From an optimization exercise on the open Yosys and OpenROAD flow, aimed at small area and a short achievable clock period; shortcuts taken in it are not production practice. No functional check of the RTL was part of any run shown here.

$ cat flow/standard.sh
#!/bin/bash
# synth_recipe.tcl (not shown) runs the flow's synth.tcl, then flattens the netlist and writes it again
# the make line also repeats each setting of config.mk as NAME=value (left out here)
make -C /OpenROAD-flow-scripts/flow DESIGN_CONFIG=/design/flow/config.mk WORK_HOME=/design/flow/orfs CLKGATE_MAP_FILE= SYNTH_SCRIPT=/design/flow/synth_recipe.tcl "${@:-finish}"
$ cat flow/flow/run.sh
#!/bin/bash
# Standard layout (settings from config.mk via config.mk) plus the settings
# in flow/extra.mk: plain buf_1 port buffers instead of the default
# delay-cell buffers, and a larger setup margin for timing repair.
set -e
cp config.mk config_in.log
cat flow/extra.mk >> config.mk
bash standard.sh > standard.log 2>&1
$ cat flow/config.mk
export PLATFORM = sky130hd
export DESIGN_NAME = xgmii_rx_top
export DESIGN_NICKNAME = xgmii_rx_top
export VERILOG_FILES = /design/flow/design.v
export SDC_FILE = /design/flow/constraint.sdc
export NUM_CORES = 4
export LEC_CHECK = 0
export CAP_MARGIN = 20
export CORE_MARGIN = 2
export CORE_UTILIZATION = 55
export CTS_CLUSTER_DIAMETER = 120
export CTS_CLUSTER_SIZE = 25
export SLEW_MARGIN = 20
export SYNTH_HIERARCHICAL = 1
export BUFFER_PORTS_ARGS = -buffer_cell sky130_fd_sc_hd__buf_1
export SETUP_SLACK_MARGIN = 7.4
$ cat flow/design.v
package xgmii_rx_pkg;
    localparam logic [7:0] XGMII_START = 8'hFB;
    localparam logic [7:0] XGMII_TERM  = 8'hFD;
    localparam logic [7:0] XGMII_IDLE  = 8'h07;
    localparam int DATA_W = 64;
    localparam int LANES  = 8;
    typedef logic [13:0] frame_len_t;
    typedef enum logic [3:0] {
        RUNT,
        FRAGMENT,
        SZ_64,
        SZ_65_127,
        SZ_128_255,
        SZ_256_511,
        SZ_512_1023,
        SZ_1024_MAX,
        OVERSIZE,
        JABBER
    } size_class_t;
    localparam logic [31:0] CRC_PRESET = 32'hFFFF_FFFF;
    function automatic logic [31:0] crc_check_const(input logic [2:0] t);
        case (t)
            3'd0:    crc_check_const = 32'hDEBB201E;
            3'd1:    crc_check_const = 32'h00BE26ED;
            3'd2:    crc_check_const = 32'hBE26ED00;
            3'd3:    crc_check_const = 32'h2DFD1072;
            3'd4:    crc_check_const = 32'hFFFFFFFF;
            3'd5:    crc_check_const = 32'h62932081;
            3'd6:    crc_check_const = 32'h4E3D5E5C;
            default: crc_check_const = 32'h39DD08E2;
        endcase
    endfunction
endpackage
`timescale 1ns/100ps
module xgmii_frame_parser
(
    input  logic        clk,
    input  logic        inv_aresetn,
    input  logic [63:0] xgmii_data_i,
    input  logic [7:0]  xgmii_ctrl_i,
    output logic [63:0] word_o,
    output logic        word_start_o,
    output logic [2:0]  check_lane_o,
    input  logic        crc_match_i,
    output logic [63:0] axis_tdata_o,
    output logic [7:0]  axis_tkeep_o,
    output logic        axis_tvalid_o,
    output logic        axis_tlast_o,
    output logic        axis_tuser_o,
    output logic [10:0] words_o,
    output logic [2:0]  len_lo_o
);
    typedef enum logic [1:0] {
        ST_IDLE,
        ST_DATA,
        ST_TAIL
    } state_t;
    logic [63:0] data_mask;
    logic        is_start;
    logic [7:0]  is_term;
    logic [2:0]  term_lane;
    logic        to_tail;
    always_comb begin
        for (int i = 0; i < xgmii_rx_pkg::LANES; i++) begin
            data_mask[8*i +: 8] = {8{(i == 0 || i == 4 || !xgmii_ctrl_i[i]) && (i >= 4 || !to_tail)}};
            is_term[i] = (xgmii_data_i[8*i +: 8] == xgmii_rx_pkg::XGMII_TERM);
        end
    end
    assign is_start = (xgmii_ctrl_i == 8'h01) && (xgmii_data_i[7:0] == xgmii_rx_pkg::XGMII_START);
    always_comb begin
        term_lane = '0;
        for (int i = xgmii_rx_pkg::LANES - 1; i >= 0; i--) begin
            if (xgmii_ctrl_i[i]) begin
                term_lane = 3'(i);
            end
        end
    end
    logic [7:0]  w_ctrl8_q;
    logic [7:0]  w_is_term_q;
    logic [2:0]  w_lane_q;
    logic        w_start_q;
    logic [63:0] w_data_q;
    logic [63:0] hold_q;
    always_ff @(posedge clk) begin
        w_data_q    <= xgmii_data_i & data_mask;
        w_ctrl8_q   <= xgmii_ctrl_i;
        w_is_term_q <= is_term;
        w_lane_q    <= term_lane;
        w_start_q   <= is_start && !inv_aresetn;
        hold_q      <= w_data_q;
    end
    logic        w_ctrl_q;
    logic        w_term_ok_q;
    assign w_ctrl_q    = |w_ctrl8_q;
    assign w_term_ok_q = w_is_term_q[w_lane_q] && ((w_ctrl8_q >> w_lane_q) == (8'hFF >> w_lane_q));
    assign word_o       = w_data_q;
    assign word_start_o = w_start_q;
    state_t      state_q;
    state_t      state_d;
    logic        held_vld_q;
    logic        held_vld_d;
    logic [2:0]  tail_lane_q;
    logic        tail_ok_q;
    logic [10:0] words_q;
    logic [10:0] words_d;
    logic [2:0]  len_lo_q;
    logic        cnt_inc_q;
    logic        cnt_first_q;
    logic        cnt_zero_q;
    logic        good;
    logic        tvalid_d;
    logic        tlast_d;
    logic [7:0]  tkeep_d;
    logic        tuser_d;
    logic [2:0]  len_lo_d;
    assign check_lane_o = (state_q == ST_TAIL) ? tail_lane_q : w_lane_q;
    assign good         = crc_match_i && ((state_q == ST_TAIL) ? tail_ok_q : w_term_ok_q);
    assign to_tail      = (state_d == ST_TAIL);
    assign words_o  = words_q;
    assign len_lo_o = len_lo_q;
    always_comb begin
        state_d    = state_q;
        held_vld_d = held_vld_q;
        tvalid_d   = 1'b0;
        tlast_d    = 1'b0;
        tkeep_d    = 8'hFF;
        tuser_d    = good;
        len_lo_d   = 3'd4;
        case (state_q)
            ST_IDLE: begin
                if (w_start_q) begin
                    state_d    = ST_DATA;
                    held_vld_d = 1'b0;
                end
            end
            ST_DATA: begin
                if (!w_ctrl_q) begin
                    tvalid_d   = held_vld_q;
                    held_vld_d = 1'b1;
                end else begin
                    held_vld_d = 1'b0;
                    state_d    = ST_IDLE;
                    tvalid_d   = held_vld_q;
                    if (!w_term_ok_q) begin
                        tlast_d = 1'b1;
                    end else if (w_lane_q < 3'd4) begin
                        tlast_d = 1'b1;
                        tkeep_d  = 8'hFF >> (3'd4 - w_lane_q);
                        len_lo_d = w_lane_q;
                    end else if (w_lane_q == 3'd4) begin
                        tlast_d = 1'b1;
                    end else begin
                        state_d = ST_TAIL;
                    end
                end
            end
            ST_TAIL: begin
                tvalid_d   = 1'b1;
                tlast_d    = 1'b1;
                tkeep_d    = 8'hFF >> (4'd12 - {1'b0, tail_lane_q});
                len_lo_d   = tail_lane_q;
                held_vld_d = 1'b0;
                state_d    = w_start_q ? ST_DATA : ST_IDLE;
            end
            default: begin
                state_d = ST_IDLE;
            end
        endcase
    end
    always_comb begin
        if (cnt_inc_q) begin
            words_d = cnt_first_q ? 11'd1 : words_q + 11'd1;
        end else if (cnt_zero_q) begin
            words_d = '0;
        end else begin
            words_d = words_q;
        end
    end
    always_ff @(posedge clk) begin
        axis_tdata_o <= hold_q;
        axis_tkeep_o <= tkeep_d;
        axis_tlast_o <= tlast_d;
        words_q      <= words_d;
        cnt_inc_q    <= (state_q == ST_DATA) && !w_ctrl_q;
        cnt_first_q  <= !held_vld_q;
        cnt_zero_q   <= (state_q == ST_DATA) && w_ctrl_q && !held_vld_q;
        tail_lane_q  <= w_lane_q;
        tail_ok_q    <= w_term_ok_q;
        axis_tuser_o <= tuser_d;
        if (tvalid_d && tlast_d) begin
            len_lo_q <= len_lo_d;
        end
        if (inv_aresetn) begin
            state_q       <= ST_IDLE;
            held_vld_q    <= 1'b0;
            axis_tvalid_o <= 1'b0;
        end else begin
            state_q       <= state_d;
            held_vld_q    <= held_vld_d;
            axis_tvalid_o <= tvalid_d;
        end
    end
endmodule
`timescale 1ns/100ps
module xgmii_crc_check
(
    input  logic        clk,
    input  logic [63:0] word_i,
    input  logic        word_start_i,
    input  logic [2:0]  check_lane_i,
    output logic        crc_match_o
);
    logic [31:0] crc_q;
    logic [31:0] x;
    logic [31:0] d_hi;
    logic [31:0] nxt;
    assign x    = crc_q ^ word_i[31:0];
    assign d_hi = word_i[63:32];
    logic [380:0] t;
    crc_xor2 u_x0 (.a(x[3]), .b(x[13]), .y(t[0]));
    crc_xor2 u_x1 (.a(x[11]), .b(x[12]), .y(t[1]));
    crc_xor2 u_x2 (.a(d_hi[7]), .b(x[19]), .y(t[2]));
    crc_xor2 u_x3 (.a(d_hi[0]), .b(d_hi[22]), .y(t[3]));
    crc_xor2 u_x4 (.a(x[6]), .b(x[16]), .y(t[4]));
    crc_xor2 u_x5 (.a(x[4]), .b(x[9]), .y(t[5]));
    crc_xor2 u_x6 (.a(x[5]), .b(x[31]), .y(t[6]));
    crc_xor2 u_x7 (.a(d_hi[4]), .b(x[7]), .y(t[7]));
    crc_xor2 u_x8 (.a(d_hi[5]), .b(x[8]), .y(t[8]));
    crc_xor2 u_x9 (.a(d_hi[24]), .b(x[10]), .y(t[9]));
    crc_xor2 u_x10 (.a(d_hi[23]), .b(x[30]), .y(t[10]));
    crc_xor2 u_x11 (.a(d_hi[15]), .b(t[0]), .y(t[11]));
    crc_xor2 u_x12 (.a(d_hi[2]), .b(d_hi[26]), .y(t[12]));
    crc_xor2 u_x13 (.a(d_hi[3]), .b(d_hi[6]), .y(t[13]));
    crc_xor2 u_x14 (.a(d_hi[11]), .b(x[14]), .y(t[14]));
    crc_xor2 u_x15 (.a(d_hi[12]), .b(x[15]), .y(t[15]));
    crc_xor2 u_x16 (.a(d_hi[19]), .b(t[2]), .y(t[16]));
    crc_xor2 u_x17 (.a(d_hi[14]), .b(d_hi[30]), .y(t[17]));
    crc_xor2 u_x18 (.a(d_hi[16]), .b(d_hi[28]), .y(t[18]));
    crc_xor2 u_x19 (.a(d_hi[18]), .b(d_hi[25]), .y(t[19]));
    crc_xor2 u_x20 (.a(d_hi[13]), .b(d_hi[29]), .y(t[20]));
    crc_xor2 u_x21 (.a(d_hi[21]), .b(x[26]), .y(t[21]));
    crc_xor2 u_x22 (.a(x[1]), .b(x[21]), .y(t[22]));
    crc_xor2 u_x23 (.a(d_hi[27]), .b(x[22]), .y(t[23]));
    crc_xor2 u_x24 (.a(t[3]), .b(x[27]), .y(t[24]));
    crc_xor2 u_x25 (.a(d_hi[20]), .b(x[25]), .y(t[25]));
    crc_xor2 u_x26 (.a(d_hi[31]), .b(x[17]), .y(t[26]));
    crc_xor2 u_x27 (.a(x[0]), .b(x[2]), .y(t[27]));
    crc_xor2 u_x28 (.a(d_hi[8]), .b(x[20]), .y(t[28]));
    crc_xor2 u_x29 (.a(d_hi[9]), .b(t[1]), .y(t[29]));
    crc_xor2 u_x30 (.a(d_hi[1]), .b(d_hi[10]), .y(t[30]));
    crc_xor2 u_x31 (.a(d_hi[17]), .b(t[6]), .y(t[31]));
    crc_xor2 u_x32 (.a(t[5]), .b(t[10]), .y(t[32]));
    crc_xor2 u_x33 (.a(x[18]), .b(x[23]), .y(t[33]));
    crc_xor2 u_x34 (.a(x[28]), .b(x[29]), .y(t[34]));
    crc_xor2 u_x35 (.a(d_hi[31]), .b(t[8]), .y(t[35]));
    crc_xor2 u_x36 (.a(t[4]), .b(t[13]), .y(t[36]));
    crc_xor2 u_x37 (.a(t[7]), .b(t[17]), .y(t[37]));
    crc_xor2 u_x38 (.a(t[9]), .b(t[31]), .y(t[38]));
    crc_xor2 u_x39 (.a(t[12]), .b(x[24]), .y(t[39]));
    crc_xor2 u_x40 (.a(t[24]), .b(x[11]), .y(t[40]));
    crc_xor2 u_x41 (.a(d_hi[0]), .b(t[15]), .y(t[41]));
    crc_xor2 u_x42 (.a(d_hi[25]), .b(d_hi[29]), .y(t[42]));
    crc_xor2 u_x43 (.a(d_hi[2]), .b(x[5]), .y(t[43]));
    crc_xor2 u_x44 (.a(d_hi[3]), .b(x[23]), .y(t[44]));
    crc_xor2 u_x45 (.a(d_hi[30]), .b(x[8]), .y(t[45]));
    crc_xor2 u_x46 (.a(x[24]), .b(x[25]), .y(t[46]));
    crc_xor2 u_x47 (.a(x[18]), .b(x[29]), .y(t[47]));
    crc_xor2 u_x48 (.a(d_hi[9]), .b(t[14]), .y(t[48]));
    crc_xor2 u_x49 (.a(d_hi[27]), .b(t[28]), .y(t[49]));
    crc_xor2 u_x50 (.a(t[26]), .b(x[21]), .y(t[50]));
    crc_xor2 u_x51 (.a(t[25]), .b(t[34]), .y(t[51]));
    crc_xor2 u_x52 (.a(d_hi[6]), .b(t[33]), .y(t[52]));
    crc_xor2 u_x53 (.a(t[5]), .b(t[23]), .y(t[53]));
    crc_xor2 u_x54 (.a(d_hi[28]), .b(t[22]), .y(t[54]));
    crc_xor2 u_x55 (.a(t[18]), .b(t[32]), .y(t[55]));
    crc_xor2 u_x56 (.a(t[16]), .b(x[1]), .y(t[56]));
    crc_xor2 u_x57 (.a(t[11]), .b(x[16]), .y(t[57]));
    crc_xor2 u_x58 (.a(d_hi[11]), .b(d_hi[17]), .y(t[58]));
    crc_xor2 u_x59 (.a(d_hi[5]), .b(d_hi[7]), .y(t[59]));
    crc_xor2 u_x60 (.a(d_hi[3]), .b(x[4]), .y(t[60]));
    crc_xor2 u_x61 (.a(x[12]), .b(x[28]), .y(t[61]));
    crc_xor2 u_x62 (.a(d_hi[10]), .b(x[22]), .y(t[62]));
    crc_xor2 u_x63 (.a(d_hi[16]), .b(x[14]), .y(t[63]));
    crc_xor2 u_x64 (.a(d_hi[13]), .b(x[2]), .y(t[64]));
    crc_xor2 u_x65 (.a(d_hi[26]), .b(t[30]), .y(t[65]));
    crc_xor2 u_x66 (.a(d_hi[23]), .b(x[7]), .y(t[66]));
    crc_xor2 u_x67 (.a(x[5]), .b(x[30]), .y(t[67]));
    crc_xor2 u_x68 (.a(x[2]), .b(x[27]), .y(t[68]));
    crc_xor2 u_x69 (.a(t[3]), .b(x[10]), .y(t[69]));
    crc_xor2 u_x70 (.a(d_hi[1]), .b(x[15]), .y(t[70]));
    crc_xor2 u_x71 (.a(t[19]), .b(t[20]), .y(t[71]));
    crc_xor2 u_x72 (.a(x[12]), .b(x[13]), .y(t[72]));
    crc_xor2 u_x73 (.a(t[58]), .b(x[20]), .y(t[73]));
    crc_xor2 u_x74 (.a(t[61]), .b(x[31]), .y(t[74]));
    crc_xor2 u_x75 (.a(t[28]), .b(x[3]), .y(t[75]));
    crc_xor2 u_x76 (.a(t[8]), .b(t[14]), .y(t[76]));
    crc_xor2 u_x77 (.a(d_hi[2]), .b(t[27]), .y(t[77]));
    crc_xor2 u_x78 (.a(t[6]), .b(t[39]), .y(t[78]));
    crc_xor2 u_x79 (.a(d_hi[4]), .b(t[40]), .y(t[79]));
    crc_xor2 u_x80 (.a(t[36]), .b(t[54]), .y(t[80]));
    crc_xor2 u_x81 (.a(d_hi[15]), .b(t[35]), .y(t[81]));
    crc_xor2 u_x82 (.a(t[29]), .b(x[9]), .y(t[82]));
    crc_xor2 u_x83 (.a(t[21]), .b(t[50]), .y(t[83]));
    crc_xor2 u_x84 (.a(d_hi[7]), .b(d_hi[24]), .y(t[84]));
    crc_xor2 u_x85 (.a(d_hi[14]), .b(d_hi[18]), .y(t[85]));
    crc_xor2 u_x86 (.a(d_hi[18]), .b(x[30]), .y(t[86]));
    crc_xor2 u_x87 (.a(d_hi[23]), .b(x[28]), .y(t[87]));
    crc_xor2 u_x88 (.a(x[14]), .b(x[26]), .y(t[88]));
    crc_xor2 u_x89 (.a(t[12]), .b(t[30]), .y(t[89]));
    crc_xor2 u_x90 (.a(t[30]), .b(x[15]), .y(t[90]));
    crc_xor2 u_x91 (.a(t[19]), .b(x[0]), .y(t[91]));
    crc_xor2 u_x92 (.a(d_hi[14]), .b(x[7]), .y(t[92]));
    crc_xor2 u_x93 (.a(t[17]), .b(x[6]), .y(t[93]));
    crc_xor2 u_x94 (.a(d_hi[17]), .b(x[18]), .y(t[94]));
    crc_xor2 u_x95 (.a(x[0]), .b(x[4]), .y(t[95]));
    crc_xor2 u_x96 (.a(t[59]), .b(x[17]), .y(t[96]));
    crc_xor2 u_x97 (.a(t[18]), .b(t[20]), .y(t[97]));
    crc_xor2 u_x98 (.a(d_hi[8]), .b(x[24]), .y(t[98]));
    crc_xor2 u_x99 (.a(d_hi[12]), .b(t[19]), .y(t[99]));
    crc_xor2 u_x100 (.a(x[10]), .b(x[17]), .y(t[100]));
    crc_xor2 u_x101 (.a(t[23]), .b(x[16]), .y(t[101]));
    crc_xor2 u_x102 (.a(t[25]), .b(t[43]), .y(t[102]));
    crc_xor2 u_x103 (.a(t[46]), .b(x[3]), .y(t[103]));
    crc_xor2 u_x104 (.a(t[10]), .b(t[23]), .y(t[104]));
    crc_xor2 u_x105 (.a(t[4]), .b(x[24]), .y(t[105]));
    crc_xor2 u_x106 (.a(t[47]), .b(t[62]), .y(t[106]));
    crc_xor2 u_x107 (.a(t[92]), .b(x[19]), .y(t[107]));
    crc_xor2 u_x108 (.a(t[4]), .b(t[94]), .y(t[108]));
    crc_xor2 u_x109 (.a(t[1]), .b(t[71]), .y(t[109]));
    crc_xor2 u_x110 (.a(d_hi[24]), .b(t[0]), .y(t[110]));
    crc_xor2 u_x111 (.a(t[27]), .b(t[72]), .y(t[111]));
    crc_xor2 u_x112 (.a(t[7]), .b(t[22]), .y(t[112]));
    crc_xor2 u_x113 (.a(t[7]), .b(x[6]), .y(t[113]));
    crc_xor2 u_x114 (.a(t[15]), .b(x[26]), .y(t[114]));
    crc_xor2 u_x115 (.a(t[9]), .b(t[14]), .y(t[115]));
    crc_xor2 u_x116 (.a(d_hi[20]), .b(t[15]), .y(t[116]));
    crc_xor2 u_x117 (.a(d_hi[22]), .b(t[1]), .y(t[117]));
    crc_xor2 u_x118 (.a(t[24]), .b(t[46]), .y(t[118]));
    crc_xor2 u_x119 (.a(t[39]), .b(t[44]), .y(t[119]));
    crc_xor2 u_x120 (.a(t[21]), .b(t[69]), .y(t[120]));
    crc_xor2 u_x121 (.a(t[60]), .b(t[96]), .y(t[121]));
    crc_xor2 u_x122 (.a(t[63]), .b(x[13]), .y(t[122]));
    crc_xor2 u_x123 (.a(t[20]), .b(t[21]), .y(t[123]));
    crc_xor2 u_x124 (.a(t[66]), .b(t[89]), .y(t[124]));
    crc_xor2 u_x125 (.a(t[98]), .b(x[29]), .y(t[125]));
    crc_xor2 u_x126 (.a(d_hi[1]), .b(t[2]), .y(t[126]));
    crc_xor2 u_x127 (.a(d_hi[7]), .b(t[27]), .y(t[127]));
    crc_xor2 u_x128 (.a(d_hi[29]), .b(t[11]), .y(t[128]));
    crc_xor2 u_x129 (.a(t[37]), .b(t[53]), .y(t[129]));
    crc_xor2 u_x130 (.a(t[51]), .b(t[75]), .y(t[130]));
    crc_xor2 u_x131 (.a(t[41]), .b(t[102]), .y(t[131]));
    crc_xor2 u_x132 (.a(t[26]), .b(t[37]), .y(t[132]));
    crc_xor2 u_x133 (.a(t[45]), .b(t[101]), .y(t[133]));
    crc_xor2 u_x134 (.a(t[49]), .b(t[76]), .y(t[134]));
    crc_xor2 u_x135 (.a(t[65]), .b(t[113]), .y(t[135]));
    crc_xor2 u_x136 (.a(t[18]), .b(t[36]), .y(t[136]));
    crc_xor2 u_x137 (.a(d_hi[21]), .b(t[41]), .y(t[137]));
    crc_xor2 u_x138 (.a(t[16]), .b(t[26]), .y(t[138]));
    crc_xor2 u_x139 (.a(d_hi[6]), .b(t[48]), .y(t[139]));
    crc_xor2 u_x140 (.a(t[68]), .b(t[117]), .y(t[140]));
    crc_xor2 u_x141 (.a(d_hi[12]), .b(t[40]), .y(t[141]));
    crc_xor2 u_x142 (.a(t[29]), .b(t[49]), .y(t[142]));
    crc_xor2 u_x143 (.a(t[70]), .b(t[77]), .y(t[143]));
    crc_xor2 u_x144 (.a(t[2]), .b(t[53]), .y(t[144]));
    crc_xor2 u_x145 (.a(t[11]), .b(t[90]), .y(t[145]));
    crc_xor2 u_x146 (.a(t[37]), .b(t[123]), .y(t[146]));
    crc_xor2 u_x147 (.a(d_hi[25]), .b(t[35]), .y(t[147]));
    crc_xor2 u_x148 (.a(t[38]), .b(t[42]), .y(t[148]));
    crc_xor2 u_x149 (.a(t[57]), .b(t[132]), .y(t[149]));
    crc_xor2 u_x150 (.a(d_hi[22]), .b(t[56]), .y(t[150]));
    crc_xor2 u_x151 (.a(d_hi[28]), .b(t[83]), .y(t[151]));
    crc_xor2 u_x152 (.a(t[56]), .b(x[22]), .y(t[152]));
    crc_xor2 u_x153 (.a(t[80]), .b(t[137]), .y(t[153]));
    crc_xor2 u_x154 (.a(t[116]), .b(t[134]), .y(t[154]));
    crc_xor2 u_x155 (.a(t[38]), .b(t[87]), .y(t[155]));
    crc_xor2 u_x156 (.a(t[79]), .b(t[108]), .y(t[156]));
    crc_xor2 u_x157 (.a(t[97]), .b(t[131]), .y(t[157]));
    crc_xor2 u_x158 (.a(d_hi[20]), .b(t[12]), .y(t[158]));
    crc_xor2 u_x159 (.a(x[1]), .b(t[63]), .y(t[159]));
    crc_xor2 u_x160 (.a(t[100]), .b(t[158]), .y(t[160]));
    crc_xor2 u_x161 (.a(t[32]), .b(t[36]), .y(t[161]));
    crc_xor2 u_x162 (.a(t[75]), .b(t[126]), .y(t[162]));
    crc_xor2 u_x163 (.a(t[159]), .b(t[160]), .y(t[163]));
    crc_xor2 u_x164 (.a(t[79]), .b(t[161]), .y(t[164]));
    crc_xor2 u_x165 (.a(t[162]), .b(t[163]), .y(t[165]));
    crc_xor2 u_x166 (.a(d_hi[21]), .b(x[18]), .y(t[166]));
    crc_xor2 u_x167 (.a(x[21]), .b(t[7]), .y(t[167]));
    crc_xor2 u_x168 (.a(t[166]), .b(t[121]), .y(t[168]));
    crc_xor2 u_x169 (.a(t[167]), .b(t[142]), .y(t[169]));
    crc_xor2 u_x170 (.a(t[143]), .b(t[168]), .y(t[170]));
    crc_xor2 u_x171 (.a(t[155]), .b(t[169]), .y(t[171]));
    crc_xor2 u_x172 (.a(d_hi[4]), .b(d_hi[8]), .y(t[172]));
    crc_xor2 u_x173 (.a(t[3]), .b(x[19]), .y(t[173]));
    crc_xor2 u_x174 (.a(t[172]), .b(t[8]), .y(t[174]));
    crc_xor2 u_x175 (.a(t[43]), .b(t[91]), .y(t[175]));
    crc_xor2 u_x176 (.a(t[173]), .b(t[29]), .y(t[176]));
    crc_xor2 u_x177 (.a(t[106]), .b(t[110]), .y(t[177]));
    crc_xor2 u_x178 (.a(t[174]), .b(t[175]), .y(t[178]));
    crc_xor2 u_x179 (.a(t[80]), .b(t[176]), .y(t[179]));
    crc_xor2 u_x180 (.a(t[177]), .b(t[178]), .y(t[180]));
    crc_xor2 u_x181 (.a(d_hi[5]), .b(t[13]), .y(t[181]));
    crc_xor2 u_x182 (.a(t[42]), .b(x[17]), .y(t[182]));
    crc_xor2 u_x183 (.a(x[20]), .b(x[23]), .y(t[183]));
    crc_xor2 u_x184 (.a(t[181]), .b(t[182]), .y(t[184]));
    crc_xor2 u_x185 (.a(t[183]), .b(t[32]), .y(t[185]));
    crc_xor2 u_x186 (.a(t[48]), .b(t[111]), .y(t[186]));
    crc_xor2 u_x187 (.a(t[184]), .b(t[135]), .y(t[187]));
    crc_xor2 u_x188 (.a(t[185]), .b(t[186]), .y(t[188]));
    crc_xor2 u_x189 (.a(t[152]), .b(t[187]), .y(t[189]));
    crc_xor2 u_x190 (.a(d_hi[10]), .b(d_hi[30]), .y(t[190]));
    crc_xor2 u_x191 (.a(t[190]), .b(t[0]), .y(t[191]));
    crc_xor2 u_x192 (.a(t[9]), .b(t[52]), .y(t[192]));
    crc_xor2 u_x193 (.a(t[78]), .b(t[112]), .y(t[193]));
    crc_xor2 u_x194 (.a(t[127]), .b(t[191]), .y(t[194]));
    crc_xor2 u_x195 (.a(t[192]), .b(t[193]), .y(t[195]));
    crc_xor2 u_x196 (.a(t[194]), .b(t[154]), .y(t[196]));
    crc_xor2 u_x197 (.a(d_hi[8]), .b(x[11]), .y(t[197]));
    crc_xor2 u_x198 (.a(t[64]), .b(t[197]), .y(t[198]));
    crc_xor2 u_x199 (.a(t[48]), .b(t[103]), .y(t[199]));
    crc_xor2 u_x200 (.a(t[198]), .b(t[144]), .y(t[200]));
    crc_xor2 u_x201 (.a(t[147]), .b(t[199]), .y(t[201]));
    crc_xor2 u_x202 (.a(t[153]), .b(t[200]), .y(t[202]));
    crc_xor2 u_x203 (.a(x[1]), .b(x[6]), .y(t[203]));
    crc_xor2 u_x204 (.a(t[10]), .b(t[44]), .y(t[204]));
    crc_xor2 u_x205 (.a(t[62]), .b(t[68]), .y(t[205]));
    crc_xor2 u_x206 (.a(t[88]), .b(t[203]), .y(t[206]));
    crc_xor2 u_x207 (.a(t[29]), .b(t[107]), .y(t[207]));
    crc_xor2 u_x208 (.a(t[204]), .b(t[205]), .y(t[208]));
    crc_xor2 u_x209 (.a(t[206]), .b(t[207]), .y(t[209]));
    crc_xor2 u_x210 (.a(t[208]), .b(t[157]), .y(t[210]));
    crc_xor2 u_x211 (.a(d_hi[24]), .b(x[8]), .y(t[211]));
    crc_xor2 u_x212 (.a(x[27]), .b(t[27]), .y(t[212]));
    crc_xor2 u_x213 (.a(t[44]), .b(t[73]), .y(t[213]));
    crc_xor2 u_x214 (.a(t[211]), .b(t[74]), .y(t[214]));
    crc_xor2 u_x215 (.a(t[105]), .b(t[212]), .y(t[215]));
    crc_xor2 u_x216 (.a(t[213]), .b(t[145]), .y(t[216]));
    crc_xor2 u_x217 (.a(t[146]), .b(t[214]), .y(t[217]));
    crc_xor2 u_x218 (.a(t[215]), .b(t[216]), .y(t[218]));
    crc_xor2 u_x219 (.a(d_hi[2]), .b(d_hi[16]), .y(t[219]));
    crc_xor2 u_x220 (.a(t[219]), .b(t[5]), .y(t[220]));
    crc_xor2 u_x221 (.a(t[22]), .b(t[34]), .y(t[221]));
    crc_xor2 u_x222 (.a(t[99]), .b(t[76]), .y(t[222]));
    crc_xor2 u_x223 (.a(t[118]), .b(t[220]), .y(t[223]));
    crc_xor2 u_x224 (.a(t[221]), .b(t[222]), .y(t[224]));
    crc_xor2 u_x225 (.a(t[223]), .b(t[149]), .y(t[225]));
    crc_xor2 u_x226 (.a(t[43]), .b(t[64]), .y(t[226]));
    crc_xor2 u_x227 (.a(t[114]), .b(t[226]), .y(t[227]));
    crc_xor2 u_x228 (.a(t[81]), .b(t[130]), .y(t[228]));
    crc_xor2 u_x229 (.a(t[227]), .b(t[152]), .y(t[229]));
    crc_xor2 u_x230 (.a(t[156]), .b(t[228]), .y(t[230]));
    crc_xor2 u_x231 (.a(t[12]), .b(t[59]), .y(t[231]));
    crc_xor2 u_x232 (.a(t[85]), .b(x[14]), .y(t[232]));
    crc_xor2 u_x233 (.a(x[23]), .b(t[34]), .y(t[233]));
    crc_xor2 u_x234 (.a(t[64]), .b(t[231]), .y(t[234]));
    crc_xor2 u_x235 (.a(t[232]), .b(t[29]), .y(t[235]));
    crc_xor2 u_x236 (.a(t[112]), .b(t[120]), .y(t[236]));
    crc_xor2 u_x237 (.a(t[233]), .b(t[234]), .y(t[237]));
    crc_xor2 u_x238 (.a(t[235]), .b(t[236]), .y(t[238]));
    crc_xor2 u_x239 (.a(d_hi[14]), .b(d_hi[19]), .y(t[239]));
    crc_xor2 u_x240 (.a(t[13]), .b(t[239]), .y(t[240]));
    crc_xor2 u_x241 (.a(t[8]), .b(t[240]), .y(t[241]));
    crc_xor2 u_x242 (.a(t[104]), .b(t[125]), .y(t[242]));
    crc_xor2 u_x243 (.a(t[241]), .b(t[140]), .y(t[243]));
    crc_xor2 u_x244 (.a(t[145]), .b(t[242]), .y(t[244]));
    crc_xor2 u_x245 (.a(d_hi[2]), .b(d_hi[4]), .y(t[245]));
    crc_xor2 u_x246 (.a(t[84]), .b(x[23]), .y(t[246]));
    crc_xor2 u_x247 (.a(t[245]), .b(t[25]), .y(t[247]));
    crc_xor2 u_x248 (.a(t[246]), .b(t[74]), .y(t[248]));
    crc_xor2 u_x249 (.a(t[247]), .b(t[55]), .y(t[249]));
    crc_xor2 u_x250 (.a(t[57]), .b(t[139]), .y(t[250]));
    crc_xor2 u_x251 (.a(t[248]), .b(t[249]), .y(t[251]));
    crc_xor2 u_x252 (.a(d_hi[10]), .b(t[21]), .y(t[252]));
    crc_xor2 u_x253 (.a(t[41]), .b(t[121]), .y(t[253]));
    crc_xor2 u_x254 (.a(t[122]), .b(t[125]), .y(t[254]));
    crc_xor2 u_x255 (.a(t[252]), .b(t[253]), .y(t[255]));
    crc_xor2 u_x256 (.a(t[254]), .b(t[148]), .y(t[256]));
    crc_xor2 u_x257 (.a(d_hi[8]), .b(d_hi[13]), .y(t[257]));
    crc_xor2 u_x258 (.a(d_hi[26]), .b(d_hi[30]), .y(t[258]));
    crc_xor2 u_x259 (.a(t[19]), .b(x[25]), .y(t[259]));
    crc_xor2 u_x260 (.a(t[257]), .b(t[258]), .y(t[260]));
    crc_xor2 u_x261 (.a(t[67]), .b(t[70]), .y(t[261]));
    crc_xor2 u_x262 (.a(t[259]), .b(t[260]), .y(t[262]));
    crc_xor2 u_x263 (.a(t[261]), .b(t[262]), .y(t[263]));
    crc_xor2 u_x264 (.a(t[139]), .b(t[263]), .y(t[264]));
    crc_xor2 u_x265 (.a(d_hi[5]), .b(d_hi[9]), .y(t[265]));
    crc_xor2 u_x266 (.a(d_hi[27]), .b(t[85]), .y(t[266]));
    crc_xor2 u_x267 (.a(t[265]), .b(t[4]), .y(t[267]));
    crc_xor2 u_x268 (.a(t[266]), .b(t[74]), .y(t[268]));
    crc_xor2 u_x269 (.a(t[114]), .b(t[124]), .y(t[269]));
    crc_xor2 u_x270 (.a(t[267]), .b(t[138]), .y(t[270]));
    crc_xor2 u_x271 (.a(t[268]), .b(t[269]), .y(t[271]));
    crc_xor2 u_x272 (.a(d_hi[13]), .b(d_hi[27]), .y(t[272]));
    crc_xor2 u_x273 (.a(x[8]), .b(x[11]), .y(t[273]));
    crc_xor2 u_x274 (.a(t[272]), .b(t[47]), .y(t[274]));
    crc_xor2 u_x275 (.a(t[273]), .b(t[11]), .y(t[275]));
    crc_xor2 u_x276 (.a(t[115]), .b(t[274]), .y(t[276]));
    crc_xor2 u_x277 (.a(t[55]), .b(t[135]), .y(t[277]));
    crc_xor2 u_x278 (.a(t[275]), .b(t[276]), .y(t[278]));
    crc_xor2 u_x279 (.a(t[150]), .b(t[277]), .y(t[279]));
    crc_xor2 u_x280 (.a(t[1]), .b(t[77]), .y(t[280]));
    crc_xor2 u_x281 (.a(t[107]), .b(t[55]), .y(t[281]));
    crc_xor2 u_x282 (.a(t[280]), .b(t[148]), .y(t[282]));
    crc_xor2 u_x283 (.a(t[154]), .b(t[281]), .y(t[283]));
    crc_xor2 u_x284 (.a(d_hi[26]), .b(x[20]), .y(t[284]));
    crc_xor2 u_x285 (.a(t[45]), .b(t[71]), .y(t[285]));
    crc_xor2 u_x286 (.a(t[284]), .b(t[11]), .y(t[286]));
    crc_xor2 u_x287 (.a(t[285]), .b(t[38]), .y(t[287]));
    crc_xor2 u_x288 (.a(t[82]), .b(t[286]), .y(t[288]));
    crc_xor2 u_x289 (.a(t[153]), .b(t[287]), .y(t[289]));
    crc_xor2 u_x290 (.a(d_hi[19]), .b(t[4]), .y(t[290]));
    crc_xor2 u_x291 (.a(t[65]), .b(t[69]), .y(t[291]));
    crc_xor2 u_x292 (.a(t[50]), .b(t[109]), .y(t[292]));
    crc_xor2 u_x293 (.a(t[122]), .b(t[127]), .y(t[293]));
    crc_xor2 u_x294 (.a(t[290]), .b(t[291]), .y(t[294]));
    crc_xor2 u_x295 (.a(t[129]), .b(t[292]), .y(t[295]));
    crc_xor2 u_x296 (.a(t[293]), .b(t[294]), .y(t[296]));
    crc_xor2 u_x297 (.a(x[15]), .b(t[24]), .y(t[297]));
    crc_xor2 u_x298 (.a(t[33]), .b(t[67]), .y(t[298]));
    crc_xor2 u_x299 (.a(t[72]), .b(t[73]), .y(t[299]));
    crc_xor2 u_x300 (.a(t[16]), .b(t[297]), .y(t[300]));
    crc_xor2 u_x301 (.a(t[298]), .b(t[299]), .y(t[301]));
    crc_xor2 u_x302 (.a(t[81]), .b(t[129]), .y(t[302]));
    crc_xor2 u_x303 (.a(t[136]), .b(t[300]), .y(t[303]));
    crc_xor2 u_x304 (.a(t[301]), .b(t[302]), .y(t[304]));
    crc_xor2 u_x305 (.a(x[7]), .b(x[28]), .y(t[305]));
    crc_xor2 u_x306 (.a(t[86]), .b(t[95]), .y(t[306]));
    crc_xor2 u_x307 (.a(t[305]), .b(t[31]), .y(t[307]));
    crc_xor2 u_x308 (.a(t[35]), .b(t[54]), .y(t[308]));
    crc_xor2 u_x309 (.a(t[119]), .b(t[306]), .y(t[309]));
    crc_xor2 u_x310 (.a(t[128]), .b(t[141]), .y(t[310]));
    crc_xor2 u_x311 (.a(t[307]), .b(t[308]), .y(t[311]));
    crc_xor2 u_x312 (.a(t[309]), .b(t[310]), .y(t[312]));
    crc_xor2 u_x313 (.a(t[20]), .b(t[86]), .y(t[313]));
    crc_xor2 u_x314 (.a(t[100]), .b(t[16]), .y(t[314]));
    crc_xor2 u_x315 (.a(t[78]), .b(t[313]), .y(t[315]));
    crc_xor2 u_x316 (.a(t[130]), .b(t[133]), .y(t[316]));
    crc_xor2 u_x317 (.a(t[140]), .b(t[314]), .y(t[317]));
    crc_xor2 u_x318 (.a(t[315]), .b(t[316]), .y(t[318]));
    crc_xor2 u_x319 (.a(d_hi[0]), .b(d_hi[3]), .y(t[319]));
    crc_xor2 u_x320 (.a(d_hi[19]), .b(x[0]), .y(t[320]));
    crc_xor2 u_x321 (.a(x[31]), .b(t[319]), .y(t[321]));
    crc_xor2 u_x322 (.a(t[0]), .b(t[33]), .y(t[322]));
    crc_xor2 u_x323 (.a(t[93]), .b(t[320]), .y(t[323]));
    crc_xor2 u_x324 (.a(t[321]), .b(t[32]), .y(t[324]));
    crc_xor2 u_x325 (.a(t[51]), .b(t[322]), .y(t[325]));
    crc_xor2 u_x326 (.a(t[323]), .b(t[142]), .y(t[326]));
    crc_xor2 u_x327 (.a(t[324]), .b(t[325]), .y(t[327]));
    crc_xor2 u_x328 (.a(t[151]), .b(t[326]), .y(t[328]));
    crc_xor2 u_x329 (.a(t[84]), .b(t[28]), .y(t[329]));
    crc_xor2 u_x330 (.a(t[66]), .b(t[78]), .y(t[330]));
    crc_xor2 u_x331 (.a(t[106]), .b(t[329]), .y(t[331]));
    crc_xor2 u_x332 (.a(t[82]), .b(t[83]), .y(t[332]));
    crc_xor2 u_x333 (.a(t[128]), .b(t[136]), .y(t[333]));
    crc_xor2 u_x334 (.a(t[330]), .b(t[331]), .y(t[334]));
    crc_xor2 u_x335 (.a(t[332]), .b(t[333]), .y(t[335]));
    crc_xor2 u_x336 (.a(t[42]), .b(t[22]), .y(t[336]));
    crc_xor2 u_x337 (.a(t[25]), .b(t[73]), .y(t[337]));
    crc_xor2 u_x338 (.a(t[52]), .b(t[110]), .y(t[338]));
    crc_xor2 u_x339 (.a(t[124]), .b(t[336]), .y(t[339]));
    crc_xor2 u_x340 (.a(t[337]), .b(t[82]), .y(t[340]));
    crc_xor2 u_x341 (.a(t[133]), .b(t[338]), .y(t[341]));
    crc_xor2 u_x342 (.a(t[339]), .b(t[340]), .y(t[342]));
    crc_xor2 u_x343 (.a(d_hi[10]), .b(t[45]), .y(t[343]));
    crc_xor2 u_x344 (.a(t[99]), .b(t[111]), .y(t[344]));
    crc_xor2 u_x345 (.a(t[115]), .b(t[119]), .y(t[345]));
    crc_xor2 u_x346 (.a(t[343]), .b(t[144]), .y(t[346]));
    crc_xor2 u_x347 (.a(t[344]), .b(t[345]), .y(t[347]));
    crc_xor2 u_x348 (.a(t[151]), .b(t[346]), .y(t[348]));
    crc_xor2 u_x349 (.a(d_hi[1]), .b(d_hi[11]), .y(t[349]));
    crc_xor2 u_x350 (.a(d_hi[25]), .b(x[13]), .y(t[350]));
    crc_xor2 u_x351 (.a(t[349]), .b(t[95]), .y(t[351]));
    crc_xor2 u_x352 (.a(t[350]), .b(t[52]), .y(t[352]));
    crc_xor2 u_x353 (.a(t[104]), .b(t[105]), .y(t[353]));
    crc_xor2 u_x354 (.a(t[351]), .b(t[138]), .y(t[354]));
    crc_xor2 u_x355 (.a(t[352]), .b(t[353]), .y(t[355]));
    crc_xor2 u_x356 (.a(t[157]), .b(t[354]), .y(t[356]));
    crc_xor2 u_x357 (.a(t[52]), .b(t[103]), .y(t[357]));
    crc_xor2 u_x358 (.a(t[38]), .b(t[55]), .y(t[358]));
    crc_xor2 u_x359 (.a(t[141]), .b(t[146]), .y(t[359]));
    crc_xor2 u_x360 (.a(t[357]), .b(t[358]), .y(t[360]));
    crc_xor2 u_x361 (.a(x[4]), .b(x[26]), .y(t[361]));
    crc_xor2 u_x362 (.a(t[93]), .b(t[361]), .y(t[362]));
    crc_xor2 u_x363 (.a(t[109]), .b(t[118]), .y(t[363]));
    crc_xor2 u_x364 (.a(t[126]), .b(t[362]), .y(t[364]));
    crc_xor2 u_x365 (.a(t[81]), .b(t[363]), .y(t[365]));
    crc_xor2 u_x366 (.a(t[364]), .b(t[155]), .y(t[366]));
    crc_xor2 u_x367 (.a(x[12]), .b(t[9]), .y(t[367]));
    crc_xor2 u_x368 (.a(t[60]), .b(t[67]), .y(t[368]));
    crc_xor2 u_x369 (.a(t[88]), .b(t[91]), .y(t[369]));
    crc_xor2 u_x370 (.a(t[51]), .b(t[367]), .y(t[370]));
    crc_xor2 u_x371 (.a(t[368]), .b(t[369]), .y(t[371]));
    crc_xor2 u_x372 (.a(t[370]), .b(t[371]), .y(t[372]));
    crc_xor2 u_x373 (.a(t[149]), .b(t[150]), .y(t[373]));
    crc_xor2 u_x374 (.a(t[13]), .b(x[9]), .y(t[374]));
    crc_xor2 u_x375 (.a(t[6]), .b(t[47]), .y(t[375]));
    crc_xor2 u_x376 (.a(t[374]), .b(t[16]), .y(t[376]));
    crc_xor2 u_x377 (.a(t[120]), .b(t[375]), .y(t[377]));
    crc_xor2 u_x378 (.a(t[57]), .b(t[143]), .y(t[378]));
    crc_xor2 u_x379 (.a(t[147]), .b(t[376]), .y(t[379]));
    crc_xor2 u_x380 (.a(t[377]), .b(t[378]), .y(t[380]));
    crc_xor2 u_n0 (.a(t[164]), .b(t[165]), .y(nxt[0]));
    crc_xor2 u_n1 (.a(t[170]), .b(t[171]), .y(nxt[1]));
    crc_xor2 u_n2 (.a(t[179]), .b(t[180]), .y(nxt[2]));
    crc_xor2 u_n3 (.a(t[188]), .b(t[189]), .y(nxt[3]));
    crc_xor2 u_n4 (.a(t[195]), .b(t[196]), .y(nxt[4]));
    crc_xor2 u_n5 (.a(t[201]), .b(t[202]), .y(nxt[5]));
    crc_xor2 u_n6 (.a(t[209]), .b(t[210]), .y(nxt[6]));
    crc_xor2 u_n7 (.a(t[217]), .b(t[218]), .y(nxt[7]));
    crc_xor2 u_n8 (.a(t[224]), .b(t[225]), .y(nxt[8]));
    crc_xor2 u_n9 (.a(t[229]), .b(t[230]), .y(nxt[9]));
    crc_xor2 u_n10 (.a(t[237]), .b(t[238]), .y(nxt[10]));
    crc_xor2 u_n11 (.a(t[243]), .b(t[244]), .y(nxt[11]));
    crc_xor2 u_n12 (.a(t[250]), .b(t[251]), .y(nxt[12]));
    crc_xor2 u_n13 (.a(t[255]), .b(t[256]), .y(nxt[13]));
    crc_xor2 u_n14 (.a(t[156]), .b(t[264]), .y(nxt[14]));
    crc_xor2 u_n15 (.a(t[270]), .b(t[271]), .y(nxt[15]));
    crc_xor2 u_n16 (.a(t[278]), .b(t[279]), .y(nxt[16]));
    crc_xor2 u_n17 (.a(t[282]), .b(t[283]), .y(nxt[17]));
    crc_xor2 u_n18 (.a(t[288]), .b(t[289]), .y(nxt[18]));
    crc_xor2 u_n19 (.a(t[295]), .b(t[296]), .y(nxt[19]));
    crc_xor2 u_n20 (.a(t[303]), .b(t[304]), .y(nxt[20]));
    crc_xor2 u_n21 (.a(t[311]), .b(t[312]), .y(nxt[21]));
    crc_xor2 u_n22 (.a(t[317]), .b(t[318]), .y(nxt[22]));
    crc_xor2 u_n23 (.a(t[327]), .b(t[328]), .y(nxt[23]));
    crc_xor2 u_n24 (.a(t[334]), .b(t[335]), .y(nxt[24]));
    crc_xor2 u_n25 (.a(t[341]), .b(t[342]), .y(nxt[25]));
    crc_xor2 u_n26 (.a(t[347]), .b(t[348]), .y(nxt[26]));
    crc_xor2 u_n27 (.a(t[355]), .b(t[356]), .y(nxt[27]));
    crc_xor2 u_n28 (.a(t[359]), .b(t[360]), .y(nxt[28]));
    crc_xor2 u_n29 (.a(t[365]), .b(t[366]), .y(nxt[29]));
    crc_xor2 u_n30 (.a(t[372]), .b(t[373]), .y(nxt[30]));
    crc_xor2 u_n31 (.a(t[379]), .b(t[380]), .y(nxt[31]));
    assign crc_match_o = (x == xgmii_rx_pkg::crc_check_const(check_lane_i));
    always_ff @(posedge clk) begin
        if (word_start_i) begin
            crc_q <= xgmii_rx_pkg::CRC_PRESET;
        end else begin
            crc_q <= nxt;
        end
    end
endmodule
module crc_xor2
(
    input  logic a,
    input  logic b,
    output logic y
);
    assign y = a ^ b;
endmodule
`timescale 1ns/100ps
module rx_frame_stats
#(
    parameter int MAX_FRAME_LEN = 1518
) (
    input  logic        clk,
    input  logic        inv_aresetn,
    input  logic        tvalid_i,
    input  logic        tlast_i,
    input  logic        tuser_i,
    input  logic [10:0] words_i,
    input  logic [2:0]  len_lo_i,
    output logic        stat_valid_o,
    output logic        stat_crc_ok_o,
    output logic [13:0] stat_len_o,
    output logic [3:0]  stat_size_o,
    output logic [31:0] good_frames_o,
    output logic [31:0] bad_frames_o
);
    logic frame_end;
    xgmii_rx_pkg::frame_len_t frame_len;
    function automatic xgmii_rx_pkg::size_class_t classify(input xgmii_rx_pkg::frame_len_t len, input logic crc_ok);
        if (len < 14'd64) begin
            classify = crc_ok ? xgmii_rx_pkg::RUNT : xgmii_rx_pkg::FRAGMENT;
        end else if (len == 14'd64) begin
            classify = xgmii_rx_pkg::SZ_64;
        end else if (len < 14'd128) begin
            classify = xgmii_rx_pkg::SZ_65_127;
        end else if (len < 14'd256) begin
            classify = xgmii_rx_pkg::SZ_128_255;
        end else if (len < 14'd512) begin
            classify = xgmii_rx_pkg::SZ_256_511;
        end else if (len < 14'd1024) begin
            classify = xgmii_rx_pkg::SZ_512_1023;
        end else if (len <= 14'(MAX_FRAME_LEN)) begin
            classify = xgmii_rx_pkg::SZ_1024_MAX;
        end else begin
            classify = crc_ok ? xgmii_rx_pkg::OVERSIZE : xgmii_rx_pkg::JABBER;
        end
    endfunction
    assign frame_end  = tvalid_i && tlast_i;
    function automatic logic [31:0] inc_toggle(input logic [31:0] cnt, input logic en);
        logic [7:0] c;
        c[0] = en;
        for (int k = 1; k < 8; k++) begin
            c[k] = c[k-1] & (&cnt[4*(k-1) +: 4]);
        end
        for (int k = 0; k < 8; k++) begin
            inc_toggle[4*k] = c[k];
            for (int j = 1; j < 4; j++) begin
                inc_toggle[4*k+j] = inc_toggle[4*k+j-1] & cnt[4*k+j-1];
            end
        end
    endfunction
    assign frame_len     = {words_i, len_lo_i};
    assign stat_len_o    = frame_len;
    always_ff @(posedge clk) begin
        stat_crc_ok_o <= tuser_i;
        stat_size_o   <= classify(frame_len, tuser_i);
        if (inv_aresetn) begin
            stat_valid_o  <= 1'b0;
            good_frames_o <= '0;
            bad_frames_o  <= '0;
        end else begin
            stat_valid_o <= frame_end;
            good_frames_o <= good_frames_o ^ inc_toggle(good_frames_o, frame_end && tuser_i);
            bad_frames_o  <= bad_frames_o ^ inc_toggle(bad_frames_o, frame_end && !tuser_i);
        end
    end
endmodule
`timescale 1ns/100ps
module xgmii_rx_top
#(
    parameter int MAX_FRAME_LEN = 1518
) (
    input  logic        clk,
    input  logic        inv_aresetn,
    input  logic [63:0] xgmii_data_i,
    input  logic [7:0]  xgmii_ctrl_i,
    output logic [63:0] axis_tdata_o,
    output logic [7:0]  axis_tkeep_o,
    output logic        axis_tvalid_o,
    output logic        axis_tlast_o,
    output logic        axis_tuser_o,
    output logic        stat_valid_o,
    output logic        stat_crc_ok_o,
    output logic [13:0] stat_len_o,
    output logic [3:0]  stat_size_o,
    output logic [31:0] good_frames_o,
    output logic [31:0] bad_frames_o
);
    logic [63:0] word;
    logic        word_start;
    logic [2:0]  check_lane;
    logic        crc_match;
    logic [10:0] words;
    logic [2:0]  len_lo;
    xgmii_frame_parser u_parser (
        .clk           (clk),
        .inv_aresetn   (inv_aresetn),
        .xgmii_data_i  (xgmii_data_i),
        .xgmii_ctrl_i  (xgmii_ctrl_i),
        .word_o        (word),
        .word_start_o  (word_start),
        .check_lane_o  (check_lane),
        .crc_match_i   (crc_match),
        .axis_tdata_o  (axis_tdata_o),
        .axis_tkeep_o  (axis_tkeep_o),
        .axis_tvalid_o (axis_tvalid_o),
        .axis_tlast_o  (axis_tlast_o),
        .axis_tuser_o  (axis_tuser_o),
        .words_o       (words),
        .len_lo_o      (len_lo)
    );
    xgmii_crc_check u_crc_check (
        .clk          (clk),
        .word_i       (word),
        .word_start_i (word_start),
        .check_lane_i (check_lane),
        .crc_match_o  (crc_match)
    );
    rx_frame_stats #(
        .MAX_FRAME_LEN (MAX_FRAME_LEN)
    ) u_stats (
        .clk           (clk),
        .inv_aresetn   (inv_aresetn),
        .tvalid_i      (axis_tvalid_o),
        .tlast_i       (axis_tlast_o),
        .tuser_i       (axis_tuser_o),
        .words_i       (words),
        .len_lo_i      (len_lo),
        .stat_valid_o  (stat_valid_o),
        .stat_crc_ok_o (stat_crc_ok_o),
        .stat_len_o    (stat_len_o),
        .stat_size_o   (stat_size_o),
        .good_frames_o (good_frames_o),
        .bad_frames_o  (bad_frames_o)
    );
endmodule
$ cat flow/constraint.sdc
create_clock -name core_clock -period 10.5 [get_ports {clk}]
set_input_delay 2.1000 -clock core_clock [delete_from_list [all_inputs] [get_ports {clk}]]
set_output_delay 2.1000 -clock core_clock [all_outputs]
set_load 0.01 [all_outputs]
$ cat flow/flow/extra.mk
export BUFFER_PORTS_ARGS = -buffer_cell sky130_fd_sc_hd__buf_1
export SETUP_SLACK_MARGIN = 7.4
==> impl_metrics.toml, run 1 <==
[run_status]
status = "timing/DRC/antenna clean"

[final_layout]
final_nets = 1877
syn_to_final_growth_pct = 20.0
fin_util_pct = 67.4
layout_commonest_cell = "xor2_1"
multi_input_area_um2 = 8570
fin_area_um2 = 18900
num_antenna_cells = 0
drive_above_1_share_pct = 26.0
fin_cells = 2118
seq_area_um2 = 7230
nFillCells = 2171
mostFrequentLayoutCells = "403 x xor2_1, 255 x dfxtp_1, 88 x buf_4"

[sta]
skew_ps = 20.6
fin_crit_ps = 3200
max_slew_margin_pct = 45.9
setup_slack_ps = 7300
tightest_slew_ps = 812
hold_violations = 0
drv_slew = 0
finalCritPeriodShare_pct = 30.4
fmax_ghz = 0.313
setup_tns_ps = 0
setup_viol = 0
hold_slack_ps = 316
grt_setup_unrepaired = "yes"

[synth]
ys.warnings.count = 9
synth_seq_cells = 349
yosysTopAreaCell = "dfxtp_1"
ys_seq_area_share_pct = 45.3
synth.top_cell.area_share_pct = 42.6
synth.area.top_cells = "dfxtp_1 43%, xor2_1 24%, ha_1 5.0%"
synth_area_um2 = 15700
synthDistinctLibCells = 83
synth_edf_count = 14
syn_inst = 1448
async_flop_share_pct = 0
synth_fp_nets = 1585
syn_avg_cell_area_um2 = 10.9
synthFlopType = "dfxtp_1"

[detailed_routing]
first_pass_iters = 5
post_drt_wl_per_cell_um = 20.3
viasPerCell = 5.23
routed_wl_um = 43000
antenna_left = 0
drc = 0
vias = 11100
drt_iter0_drc = 728

[die]
start_util_pct = 56.2
die_w_um = 173
fp.dieArea_um2 = 30000
die_y_um = 173
core_um2 = 28000
io_pins = 233
rows = 61

[hold_path]
hold_path_startpoint = "u_parser.hold_q[4]$_DFF_P_"
hold_depth = 0
worstHoldPathType = "reg -> reg"
min_to = "u_parser.axis_tdata_o[4]$_DFF_P_"

[placed_design]
port_buffers = 232
post_dp_cell_area_um2 = 16900
finalWeightedCongestion = 1.08
dp_hpwl_um = 32400
place_ws_ps = 6980
dp.cells = 2029

[critical_path]
crit_chain = "clkbuf_2"
setup.worst_path.class = "reg -> out"
slowest_delay_ps = 440
r2r_slack_ps = 7430
cp_top_family = "flip-flops"
crit_path_top_delay_cell = "edfxtp_1"
startpoint = "u_parser.words_q[1]$_SDFFCE_PP0P_"
cp.buffers_inverters = 1
r2r-end = "u_parser.axis_tuser_o$_DFF_P_"
r2r_start = "u_parser.state_q[0]$_SDFF_PP0_"
worst_ep_arrival_time_ps = 1100
cp.required_ps = 8400
r2r_cells = 11
cp-start-kind = "flop"
crit_fanout = 2
end_kind = "primary output"

[grt]
antenna_found_initial = 0
grt_first_pass_wirelength_um = 63200
grt_overflow = 0
grt_max_degree = 71
grt_pass1_vias = 10900
grt_usage_pct = 27.3

[run]
drv_cap = 0

[clock_tree]
cts_htree_levels = 1
cts_buffer_depth = 3
cts_tree = "built"
root_buffer = "clkbuf_16"
path_clk_slew_ps = 100
hold_buffers = 0
cts_sinks = 349
clk-insertion-delay-late_ps = 510
numCtsBuffers = 17
## metal layers
metal  part of all wire (%)  track usage, %
met5                      0               0
met4                    4.4            11.1
met3                    5.4            3.69
met2                     48            46.1
met1                     42            35.5
## per-module statistics from Yosys, one instance, submodules excluded, excerpt
module / cell area (um^2) / flip-flops and latches / copies in the design / cells
xgmii_crc_check: 2100 / 32 / 1 / 235
xgmii_frame_parser: 6960 / 247 / 1 / 521
crc_xor2: 8.76 / 0 / 413 / 1
## synth_stat cells, types with 3 or more instances
library cell  count
a211oi_1          6
a21o_1            3
a21oi_1          22
and2_1            7
and3_1            6
and4_1            4
buf_4            17
buf_6             8
clkbuf_1         21
dfxtp_1         335
edfxtp_1         14
ha_1             63
inv_1            39
mux2i_1          10
mux4_2            3
nand2_1          34
nand2b_1          7
nand3_1          10
nand3_2           3
nand3b_1          3
nand4_1          21
nand4b_1          8
nor2_1           53
nor2b_1          80
nor3_1           16
nor3_2            3
nor3b_1          12
nor4_1            8
nor4_2            3
nor4b_1          24
nor4b_2           3
o211ai_1          6
o21ai_0          27
o221ai_1          5
or2_2            33
or3_1             3
xnor2_1          32
xnor2_2           3
xor2_1          436
xor2_2            5
## state kept, by name, summed over array words and instances, names as in the netlist, 2 cells and up
register and flops:
u_parser.axis_tkeep_o 8, u_parser.hold_q 64, u_parser.w_lane_q 3, u_parser.axis_tdata_o 64
u_stats.good_frames_o 32, u_parser.w_ctrl8_q 8, u_parser.w_data_q 64, u_stats.bad_frames_o 32
u_parser.len_lo_q 3, u_parser.w_is_term_q 8, u_crc_check.crc_q 32, u_stats.stat_size_o 4
u_parser.words_q 11, u_parser.state_q 2, u_parser.tail_lane_q 3
## how the worst max path moves through the flow
stage / end / slack, ps / cells after the start
floorplan: u_stats.bad_frames_o[11]$_SDFF_PP0_ / 7670 / 3
global placement: u_crc_check.crc_q[31]$_SDFF_PP1_ / 6940 / 9
detailed placement: u_crc_check.crc_q[30]$_SDFF_PP1_ / 6980 / 8
CTS: stat_len_o[6] / 7280 / 1
global route: stat_len_o[6] / 7260 / 1
finish: stat_len_o[4] / 7300 / 1
## cells by family after synthesis
family                     synth area share (%)
AOI/OAI and AO/OA                          4.51
and+or+nand+nor                            14.0
DFF                                        45.3
buffers and inverters                      2.87
xor gates and xnor gates                   26.9
adders and majority gates                  5.07
muxes                                      1.40
## repair_timing
item | CTS | global route
setup endpoints to repair | 156 | 151
gates cloned | 0 | 0
gates resized for setup | 190 | 145
buffers inserted | 33 | 37
pin swaps | 0 | 3
## area by class of cell
class / count / area share [%]
Tap cell: 378 / 2.50
Timing Repair Buffer: 320 / 10.7
Clock buffer: 19 / 2.29
Sequential cell: 349 / 38.3
Inverter: 40 / 0.795
Multi-Input combinational cell: 1012 / 45.4
==> run 2, diff against run 1 <==
--- a/flow/design.v
+++ b/flow/design.v
@@ -56,7 +56,7 @@
         ST_TAIL
     } state_t;
     logic [63:0] data_mask;
-    logic        is_start;
+    logic        is_sfd_lane;
     logic [7:0]  is_term;
     logic [2:0]  term_lane;
     logic        to_tail;
@@ -66,7 +66,7 @@
             is_term[i] = (xgmii_data_i[8*i +: 8] == xgmii_rx_pkg::XGMII_TERM);
         end
     end
-    assign is_start = (xgmii_ctrl_i == 8'h01) && (xgmii_data_i[7:0] == xgmii_rx_pkg::XGMII_START);
+    assign is_sfd_lane = (xgmii_data_i[7:0] == xgmii_rx_pkg::XGMII_START) && !inv_aresetn;
     always_comb begin
         term_lane = '0;
         for (int i = xgmii_rx_pkg::LANES - 1; i >= 0; i--) begin
@@ -78,6 +78,7 @@
     logic [7:0]  w_ctrl8_q;
     logic [7:0]  w_is_term_q;
     logic [2:0]  w_lane_q;
+    logic        w_start_lane_q;
     logic        w_start_q;
     logic [63:0] w_data_q;
     logic [63:0] hold_q;
@@ -86,12 +87,13 @@
         w_ctrl8_q   <= xgmii_ctrl_i;
         w_is_term_q <= is_term;
         w_lane_q    <= term_lane;
-        w_start_q   <= is_start && !inv_aresetn;
+        w_start_lane_q <= is_sfd_lane;
         hold_q      <= w_data_q;
     end
     logic        w_ctrl_q;
     logic        w_term_ok_q;
     assign w_ctrl_q    = |w_ctrl8_q;
+    assign w_start_q   = w_start_lane_q && (w_ctrl8_q == 8'h01);
     assign w_term_ok_q = w_is_term_q[w_lane_q] && ((w_ctrl8_q >> w_lane_q) == (8'hFF >> w_lane_q));
     assign word_o       = w_data_q;
     assign word_start_o = w_start_q;
--- a/flow/config.mk
+++ b/flow/config.mk
@@ -7,10 +7,11 @@
 export LEC_CHECK = 0
 export CAP_MARGIN = 20
 export CORE_MARGIN = 2
-export CORE_UTILIZATION = 55
+export CORE_UTILIZATION = 60
 export CTS_CLUSTER_DIAMETER = 120
-export CTS_CLUSTER_SIZE = 25
+export CTS_CLUSTER_SIZE = 30
 export SLEW_MARGIN = 20
 export SYNTH_HIERARCHICAL = 1
+export TNS_END_PERCENT = 30
 export BUFFER_PORTS_ARGS = -buffer_cell sky130_fd_sc_hd__buf_1
 export SETUP_SLACK_MARGIN = 7.4
==> run 2 against run 1 <==
  * Largest cell class unchanged
  * Sequential share of layout area up 0.81 points
  * Final area is 2.5% lower
  * Flip-flop and latch count unchanged
  * Utilization up 3.6 points
  * Global-route usage rose by 2.1 points
  * Critical path type unchanged
  * Via count rose by 0.68%
==> impl_metrics.toml, run 2 <==
[critical_path]
cp.depth = 1
crit_fanout = 2
worst_ep_arrival_time_ps = 1100
crit_path_top_delay_cell = "edfxtp_1"
end_kind = "primary output"
cp_top_family = "flip-flops"
crit_chain = "clkbuf_2"
slowest_delay_ps = 440
cp-start-kind = "flop"
r2r_cells = 9
cp.buffers_inverters = 1
cp.required_ps = 8400
setup.worst_path.class = "reg -> out"

[clock_tree]
cts_tree = "built"
cts_buffer_depth = 3
clk-insertion-delay-late_ps = 510
numCtsBuffers = 15
cts_htree_levels = 1
root_buffer = "clkbuf_16"
path_clk_slew_ps = 110
cts_sinks = 349

[sta]
grt_setup_unrepaired = "yes"
setup_tns_ps = 0
finalCritPeriodShare_pct = 30.5
skew_ps = 19.0
fmax_ghz = 0.312
tightest_slew_ps = 774
hold_slack_ps = 321
hold_violations = 0
max_slew_margin_pct = 48.4
fin_crit_ps = 3200
drv_slew = 0
setup_viol = 0

[grt]
antenna_found_initial = 0
grt-busiest-layer = "met2"
grt_util_met1_pct = 37.3
grt_max_degree = 71
groute.layer.met2.usage_pct = 49.5
grt_overflow = 0
grt_use_met3_pct = 4.17
grt_usage_pct = 29.5
grt_pass1_vias = 10700
grt_first_pass_wirelength_um = 62600

[synth]
synthFlopType = "dfxtp_1"
synth_seq_cells = 349
syn_inst = 1455
synthMostInstantiatedCell = "xor2_1"
synth.top_cell.area_share_pct = 42.7
ys_seq_area_share_pct = 45.4
synth.area.top_cells = "dfxtp_1 43%, xor2_1 24%, ha_1 5.0%"
synth_edf_count = 14
ys.warnings.count = 9
syn_avg_cell_area_um2 = 10.8
yosysTopAreaCell = "dfxtp_1"
synthDistinctLibCells = 85
synthTopCellsByCount = "436 x xor2_1, 335 x dfxtp_1, 86 x nor2b_1"
synth_area_um2 = 15700
synth_fp_nets = 1592
async_flop_share_pct = 0

[detailed_routing]
drt_iter0_drc = 1008
routed_wl_um = 42400
post_drt_wl_per_cell_um = 20.5
antenna_left = 0
vias = 11200
viasPerCell = 5.40
first_pass_iters = 5
drc = 0

[final_layout]
syn_to_final_growth_pct = 17.2
fin_cells = 2066
top_regs = "u_parser.axis_tdata_o x64, u_parser.hold_q x64, u_parser.w_data_q x64"
mostFrequentLayoutCells = "402 x xor2_1, 291 x dfxtp_1, 180 x buf_1"
nFillCells = 1960
drive_above_1_share_pct = 17.0
num_antenna_cells = 0
fin_util_pct = 71.1
final_nets = 1866
layout_commonest_cell = "xor2_1"

[placed_design]
dp_hpwl_um = 32500
dp.cells = 1996
finalWeightedCongestion = 1.07
port_buffers = 232

[die]
fp.dieArea_um2 = 27500
rows = 59
die_y_um = 166
die_w_um = 166
start_util_pct = 60.6
io_pins = 233
core_um2 = 25900

[run_status]
status = "timing/DRC/antenna clean"

[hold_path]
worstHoldPathType = "reg -> reg"
hold_depth = 0

[run]
drv_cap = 0
==> run 2: cell types whose count changed in the layout (fill, tap and decap cells not counted), moves of 21 or more <==
cell	before	now
dfxtp_2	77	37
buf_2	44	8
dfxtp_1	255	291
clkbuf_2	55	10
buf_4	88	67
buf_1	83	180
nor4b_1	24	2
==> run 2: per-stage QoR <==
step                      instance area [um^2]  setup WS, ps
after floorplan                          15700          7670
after global placement                   16900          7090
after detailed placement                 16900          7130
after CTS                                17700          7290
after global routing                     18400          7260
final                                    18400          7300
==> run 2: path summary, 6_finish.rpt <==
check	start	slack, ps	to
min reg2reg	u_parser.hold_q[49]$_DFF_P_	320	u_parser.axis_tdata_o[49]$_DFF_P_
max reg2reg	u_crc_check.crc_q[17]$_SDFF_PP1_	7380	u_crc_check.crc_q[26]$_SDFF_PP1_
min	u_parser.hold_q[49]$_DFF_P_	320	u_parser.axis_tdata_o[49]$_DFF_P_
max	u_parser.len_lo_q[1]$_DFFE_PP_	7300	stat_len_o[1]
==> run 2: logic make-up after synthesis <==
logic type                 count (synthesis)  synth area share (%)
DFF                                      349                  45.4
buffers and inverters                     86                  2.72
and+or+nand+nor                          364                  14.1
AOI/OAI and AO/OA                        101                  4.44
xor gates and xnor gates                 476                  26.9
adders and majority gates                 64                  5.08
muxes                                     15                  1.38
==> run 2: worst register-to-register path: stages, from the launching register on <==
cell     delay, ps
dfxtp_1        370
xor2_1         170
buf_4          250
xor2_2         400
xor2_1         550
xor2_1         360
xor2_1         340
xor2_1         130
xor2_1         180
or2_2          270
==> run 2: metal layers <==
layer / up-vias / wire (um)
li1: 5303 / -
met1: 5276 / 17500
met2: 438 / 20100
met3: 136 / 2440
met4: 0 / 2420
met5: - / 0
==> run 2: cell type report <==
class | count | area (um^2) | share of cell area, %
Clock inverter | 2 | 25.0 | 0.136
Inverter | 43 | 161 | 0.877
Clock buffer | 17 | 383 | 2.08
Tap cell | 335 | 419 | 2.28
Multi-Input combinational cell | 1020 | 8560 | 46.5
Timing Repair Buffer | 300 | 1670 | 9.05
Sequential cell | 349 | 7200 | 39.1
==> run 2: modules after synthesis, one instance, submodules excluded, a selection <==
| module | flops+latches | copies in the design | cells | area, um^2 |
|---|---|---|---|---|
| xgmii_frame_parser | 247 | 1 | 528 | 6920 |
| crc_xor2 | 0 | 413 | 1 | 8.76 |
| xgmii_crc_check | 32 | 1 | 235 | 2100 |
==> run 2: repair_timing <==
action                                  CTS  global route
hold buffers                              0             0
cloned                                    0             0
pin swaps                                 0             1
setup buffers                            24            26
resized for setup                        52           167
endpoints found under the setup margin  143           190

re-timing with driven ports:
The results above use ideal ports. As a check the final layouts listed here were re-extracted and re-timed, cells and wires unchanged.
Step 1 (the two cells are an assumption about what drives the block):
set clk [get_ports {clk}]
set_driving_cell -lib_cell sky130_fd_sc_hd__clkbuf_16 $clk
set_driving_cell -lib_cell sky130_fd_sc_hd__buf_2 [delete_from_list [all_inputs] $clk]
Step 2 moves the port delays by t, midway between the first and last clock arrival at a register: inputs arrive t later, outputs are due t later. That takes back most of the time a late clock gives input paths.
a / b / c = ideal / step 1 / step 2; a / b = the first two.
run | t, ns | setup slack, ns | latest minus earliest clock arrival (ns) | worst register clock-pin slew, ns | pins driven straight from the clock port
run 1 | 0.550 | 7.304 / 7.253 / 7.101 | 0.022 / 0.021 | 0.10 / 0.10 | 1
run 2 | 0.551 | 7.299 / 7.247 / 7.300 | 0.020 / 0.020 | 0.11 / 0.11 | 1
After both steps setup and hold are still met in every run listed. For run 1, which loses most, drivers alone change the setup slack by -0.051 ns; drivers and shift together by -0.203 ns.
